Background: an optimization exercise with open tools, aiming at small area. Do not read the settings as production practice.
Where RTL was checked, it was by simulation tests only, not by an equivalence proof against the original.
Power figures rest on the tool's default switching activity, not on a simulated workload.

==> flow/design.v <==
module sisc_mc_core #(
  parameter int DATA_W = 32,
  parameter int REG_AW = 4
) (
  input  logic              clk,
  input  logic              rst,
  input  logic [31:0]       ir,
  input  logic              ir_valid,
  output logic              ir_ready,
  output logic              busy,
  output logic              halted,
  output logic [3:0]        stat,
  output logic              illegal,
  input  logic [REG_AW-1:0] dbg_addr,
  output logic [DATA_W-1:0] dbg_data
);
  localparam int NREG = 2 ** REG_AW;
  localparam int SW   = $clog2(DATA_W);
  localparam int MSB  = DATA_W - 1;
  typedef logic [DATA_W-1:0] word_t;
  logic [2:0]  state_r;
  logic        sIdle, sDec, sExe, sWb;
  assign sIdle = (state_r == 3'b000);
  assign sDec  = (state_r == 3'b001);
  assign sExe  = (state_r == 3'b011);
  assign sWb   = (state_r == 3'b010);
  assign ir_ready = sIdle;
  assign busy     = state_r[0] | state_r[1];
  assign halted   = state_r[2];
  logic [3:0]  op_r, mm_r, rd_r, rs_r;
  logic [15:0] imm_r;
  always_ff @(posedge clk) begin
    if (sIdle) begin
      op_r  <= ir[31:28];
      mm_r  <= ir[27:24];
      rd_r  <= ir[23:20];
      rs_r  <= ir[19:16];
      imm_r <= ir[15:0];
    end
  end
  always_ff @(posedge clk or posedge rst) begin
    if (rst) begin
      state_r <= 3'b000;
    end else begin
      case (state_r)
        3'b000:  state_r <= ir_valid ? 3'b001 : 3'b000;
        3'b001:  state_r <= (op_r == 4'hF) ? 3'b100 : 3'b011;
        3'b011:  state_r <= 3'b010;
        3'b010:  state_r <= 3'b000;
        3'b100:  state_r <= 3'b100;
        default: state_r <= 3'b000;
      endcase
    end
  end
  word_t           regData_r [1:NREG-1];
  logic [NREG-1:0] regValid_r;
  always_comb begin
    dbg_data = regData_r[(dbg_addr == '0) ? REG_AW'(1) : dbg_addr];
    if (!regValid_r[dbg_addr]) dbg_data = '0;
  end
  logic [REG_AW-1:0] rAddr_s;
  word_t             rData_s;
  assign rAddr_s = sWb ? imm_r[15:12] : rs_r;
  always_comb begin
    rData_s = regData_r[(rAddr_s == '0) ? REG_AW'(1) : rAddr_s];
    if (!regValid_r[rAddr_s]) rData_s = '0;
  end
  word_t opA_r;
  always_ff @(posedge clk) begin
    opA_r <= rData_s;
  end
  logic  isAlu, legal;
  word_t A, B, aluRes_s;
  logic  aluC_s, aluV_s;
  logic [SW-1:0]   shAmt_s;
  assign isAlu = (op_r == 4'h1) || (op_r == 4'h2);
  assign legal = isAlu && (mm_r >= 4'h1) && (mm_r <= 4'h8);
  assign A = opA_r;
  assign B = (op_r == 4'h2) ? word_t'($signed(imm_r)) : rData_s;
  assign shAmt_s = B[SW-1:0];
  logic  isSub, isShl;
  word_t bx, aRev, shIn, shOut, shOutRev;
  logic [DATA_W:0] sum_s, shWide_s;
  function automatic word_t rev(input word_t x);
    for (int i = 0; i < DATA_W; i++) rev[i] = x[DATA_W-1-i];
  endfunction
  assign isSub = (mm_r == 4'h2);
  assign isShl = (mm_r == 4'h7);
  assign bx    = B ^ {DATA_W{isSub}};
  assign sum_s = {1'b0, A} + {1'b0, bx} + {{DATA_W{1'b0}}, isSub};
  assign shIn  = isShl ? rev(A) : A;
  assign shWide_s = {shIn, 1'b0} >> shAmt_s;
  assign shOut = shWide_s[DATA_W:1];
  assign shOutRev = rev(shOut);
  always_comb begin
    aluRes_s = '0;
    aluC_s   = 1'b0;
    aluV_s   = 1'b0;
    case (mm_r)
      4'h1, 4'h2: begin
        aluRes_s = sum_s[DATA_W-1:0];
        aluC_s   = sum_s[DATA_W];
        aluV_s   = (A[MSB] == bx[MSB]) && (aluRes_s[MSB] != A[MSB]);
      end
      4'h3: aluRes_s = A & B;
      4'h4: aluRes_s = A | B;
      4'h5: aluRes_s = A ^ B;
      4'h6: aluRes_s = ~A;
      4'h7: begin
        aluRes_s = shOutRev;
        aluC_s   = shWide_s[0];
      end
      4'h8: begin
        aluRes_s = shOut;
        aluC_s   = shWide_s[0];
      end
      default: ;
    endcase
  end
  logic commit;
  assign commit  = sWb && legal;
  assign illegal = sWb && !legal && (op_r != 4'h0);
  always_ff @(posedge clk or posedge rst) begin
    if (rst) begin
      regValid_r <= '0;
    end else if (commit && (rd_r != '0)) begin
      regValid_r[rd_r] <= 1'b1;
    end
  end
  always_ff @(posedge clk) begin
    if (commit && (rd_r != '0)) begin
      regData_r[rd_r] <= aluRes_s;
    end
  end
  logic [3:0] stat_r;
  always_ff @(posedge clk or posedge rst) begin
    if (rst) begin
      stat_r <= 4'h0;
    end else if (commit) begin
      stat_r <= {aluC_s, aluV_s, aluRes_s[MSB], (aluRes_s == '0)};
    end
  end
  assign stat = stat_r;
endmodule
make LEC_CHECK=0 CAP_MARGIN=20 CORE_MARGIN=2 CORE_UTILIZATION=30 SLEW_MARGIN=20 finish   # period 10.0 ns
run.sh (not shown) runs the stock make flow with config.mk's settings and CLKGATE_MAP_FILE= SYNTH_SCRIPT=/design/flow/synth_recipe.tcl, a recipe that flattens the netlist after the stock synthesis.
Rerun with:
--- a/flow/design.v
+++ b/flow/design.v
@@ -54,16 +54,21 @@
   end
   word_t           regData_r [1:NREG-1];
   logic [NREG-1:0] regValid_r;
-  always_comb begin
-    dbg_data = regData_r[(dbg_addr == '0) ? REG_AW'(1) : dbg_addr];
-    if (!regValid_r[dbg_addr]) dbg_data = '0;
-  end
+  logic [NREG-1:0]   dbgSel_s, rSel_s;
   logic [REG_AW-1:0] rAddr_s;
   word_t             rData_s;
   assign rAddr_s = sWb ? imm_r[15:12] : rs_r;
   always_comb begin
-    rData_s = regData_r[(rAddr_s == '0) ? REG_AW'(1) : rAddr_s];
-    if (!regValid_r[rAddr_s]) rData_s = '0;
+    for (int k = 0; k < NREG; k++) begin
+      dbgSel_s[k] = (dbg_addr == k) && regValid_r[k];
+      rSel_s[k]   = (rAddr_s == k) && regValid_r[k];
+    end
+    dbg_data = '0;
+    rData_s  = '0;
+    for (int k = 1; k < NREG; k++) begin
+      dbg_data = dbg_data | (regData_r[k] & {DATA_W{dbgSel_s[k]}});
+      rData_s  = rData_s | (regData_r[k] & {DATA_W{rSel_s[k]}});
+    end
   end
   word_t opA_r;
   always_ff @(posedge clk) begin
Outcome: The new run went through all stages and came out clean; setup slack is better by 1300 ps; critical path depth is lower by 2; sequential cell count shrinks by 1; synthesized area decreases by 14%; die area fell by 13%.
For the first run of this note, only the layout was checked, not whether the RTL still works.

sisc_mc_core, a different RTL version from the one above (not shown whole).
Size: ~79 I/O pins, about 26000 sq um of cells after synthesis.
Settings: LEC_CHECK=0, CAP_MARGIN=20, CORE_MARGIN=2, CORE_UTILIZATION=40, SLEW_MARGIN=20, SYNTH_HIERARCHICAL=1, SYNTH_MINIMUM_KEEP_SIZE=0; clock period 10.0 ns.
standard.sh (not shown) runs the stock make flow with config.mk's settings and CLKGATE_MAP_FILE= SYNTH_SCRIPT=/design/flow/synth_recipe.tcl, a recipe that flattens the netlist after the stock synthesis.
==> flow/flow/run.sh <==
#!/bin/bash
# Own layout flow: the standard flow (standard.sh: the standard synthesis,
# floorplan, power grid, placement, CTS, routing) with three changes:
#  - after floorplan, synthesized logic gates are set to their smallest drive
#    strength (flow/downsize.tcl); placement and timing repair size up again
#    where needed;
#  - port buffers are sky130_fd_sc_hd__buf_1 instead of the default delay cell;
#  - clock tree: clkbuf_8 buffers, sink clusters of at most 16 flops within
#    60 um, and no dummy loads.
# The full make output goes to standard_flow.log in this folder; ORFS keeps
# each step's log under orfs/logs/.
set -euo pipefail
bash standard.sh \
  "POST_FLOORPLAN_TCL=$PWD/flow/downsize.tcl" \
  "BUFFER_PORTS_ARGS=-buffer_cell sky130_fd_sc_hd__buf_1" \
  "CTS_ARGS=-sink_clustering_enable -repair_clock_nets -dont_use_dummy_load -buf_list sky130_fd_sc_hd__clkbuf_8 -sink_clustering_size 16 -sink_clustering_max_diameter 60" \
  finish > standard_flow.log 2>&1
test -s out/final.def
==> flow/flow/downsize.tcl <==
# Downsize the synthesized logic gates to their smallest drive strength.
# Synthesis maps each small gate module on its own and picks larger drive
# strengths than the loads need; placement's repair_design and the later
# repair_timing passes size up again wherever slew, load or timing need it.
set block [ord::get_db_block]
set db [ord::get_db]
set n 0
foreach inst [$block getInsts] {
  set name [[$inst getMaster] getName]
  if {![regexp {^sky130_fd_sc_hd__([a-z0-9]+)_([0-9]+)$} $name -> fn sz]} { continue }
  if {$sz <= 1} { continue }
  if {![regexp {^(a[0-9]|o[0-9]|nand|nor|and|or|xor|xnor|mux|inv$|maj|ha$|fa$)} $fn]} { continue }
  foreach s {1 0} {
    set m [$db findMaster "sky130_fd_sc_hd__${fn}_${s}"]
    if {$m != "NULL" && $m != ""} {
      $inst swapMaster $m
      incr n
      break
    }
  }
}
puts "downsize: swapped $n instances to their smallest drive strength"
Then changed:
--- a/flow/design.v
+++ b/flow/design.v
@@ -110,23 +110,22 @@
         .b1(regData_r[3*j+2][i]), .b2(rSel_s[3*j+2]),
         .c1(regData_r[3*j+3][i]), .c2(rSel_s[3*j+3]), .y(y[j]));
     end
     sisc_and6 u_or (.a(y[0]), .b(y[1]), .c(y[2]), .d(y[3]), .e(y[4]), .f(~immX_s[i]),
                     .y(rDataN_s[i]));
   end
   localparam int SHN = DATA_W + 2;
-  logic [SW-1:0]   amtN_r;       
   word_t           opA_r;
   logic            shC_r;
   logic [SHN-1:0]  shV_s [SW+1];
   logic [SW-1:0]   shN_s, shL_s, shR_s;
   always_comb begin
     for (int k = 0; k < SW; k++) begin
-      shL_s[k] = fShl & ~amtN_r[k];
-      shR_s[k] = fShr & ~amtN_r[k];
+      shL_s[k] = fShl & sExe & opA_r[k];
+      shR_s[k] = fShr & sExe & opA_r[k];
       shN_s[k] = ~(shL_s[k] | shR_s[k]);
     end
   end
   assign shV_s[0] = {1'b1, rDataN_s, 1'b1};
   for (genvar k = 0; k < SW; k++) begin : g_sh
     localparam int D = 1 << k;
     localparam bit INV_IN = (k % 2 == 0);
@@ -141,15 +140,14 @@
       sisc_aoi3 #(.REAL(REAL), .CTRL(CTRL)) u_aoi (
         .d({shV_s[k][(JR > SHN - 1) ? j : JR], shV_s[k][(JL < 0) ? j : JL], shV_s[k][j]}),
         .s({shR_s[k], shL_s[k], shN_s[k]}),
         .y(shV_s[k+1][j]));
     end
   end
   always_ff @(posedge clk) begin
-    amtN_r <= rDataN_s[SW-1:0];
     opA_r  <= shV_s[SW][DATA_W:1];
     shC_r  <= shV_s[SW][DATA_W+1] | shV_s[SW][0];
   end
   logic       inv_s, selSum, cG, selAnd;
   word_t      res_s;
   logic [DATA_W:0] cc;    
   assign inv_s  = fSub | fNot;
Outcome:
- routed wire length rises by 0.40%
- clock power falls by about 4%
- clock-buffer cell count falls by 3
- sequential power falls by about 3%
- hold slack improves by 17 ps
- worst setup slack degrades by 120 ps
- core utilization stays flat
- die area barely changes
- cell area stays flat
- global-route usage rises by 0.28 points
- total power falls by 5.3%

[afterwards: timing with drivers on the ports]
The flow's constraints put no driver on any port. The routed layouts listed below were extracted and timed again, unchanged, in two steps.
Step 1 assumes that a clkbuf_16 drives the clock port and a buf_2 every other input.
Step 2 also shifts input and output timing later by t, the mid clock arrival at the registers, as if the neighbouring blocks saw the same clock.
Three values: ideal ports, drivers, drivers and shift; two values: the first two.
| run | shift t [ns] | slack for setup (ns) | worst hold slack (ns) | clock arrival spread, ns |
|---|---|---|---|---|
| the first run of note 1 | 0.704 | 0.872 / 0.872 / 0.872 | 0.440 / 0.440 / 0.440 | 0.017 / 0.017 |
| the second run of note 1 | 0.713 | 2.173 / 2.173 / 2.173 | 0.493 / 0.493 / 0.493 | 0.052 / 0.052 |
| the first run of note 2 | 0.713 | 1.214 / 1.214 / 1.214 | 0.484 / 0.484 / 0.484 | 0.078 / 0.079 |
| the second run of note 2 | 0.699 | 1.099 / 1.099 / 1.099 | 0.500 / 0.500 / 0.500 | 0.088 / 0.088 |
After both steps every run listed still meets setup and hold.
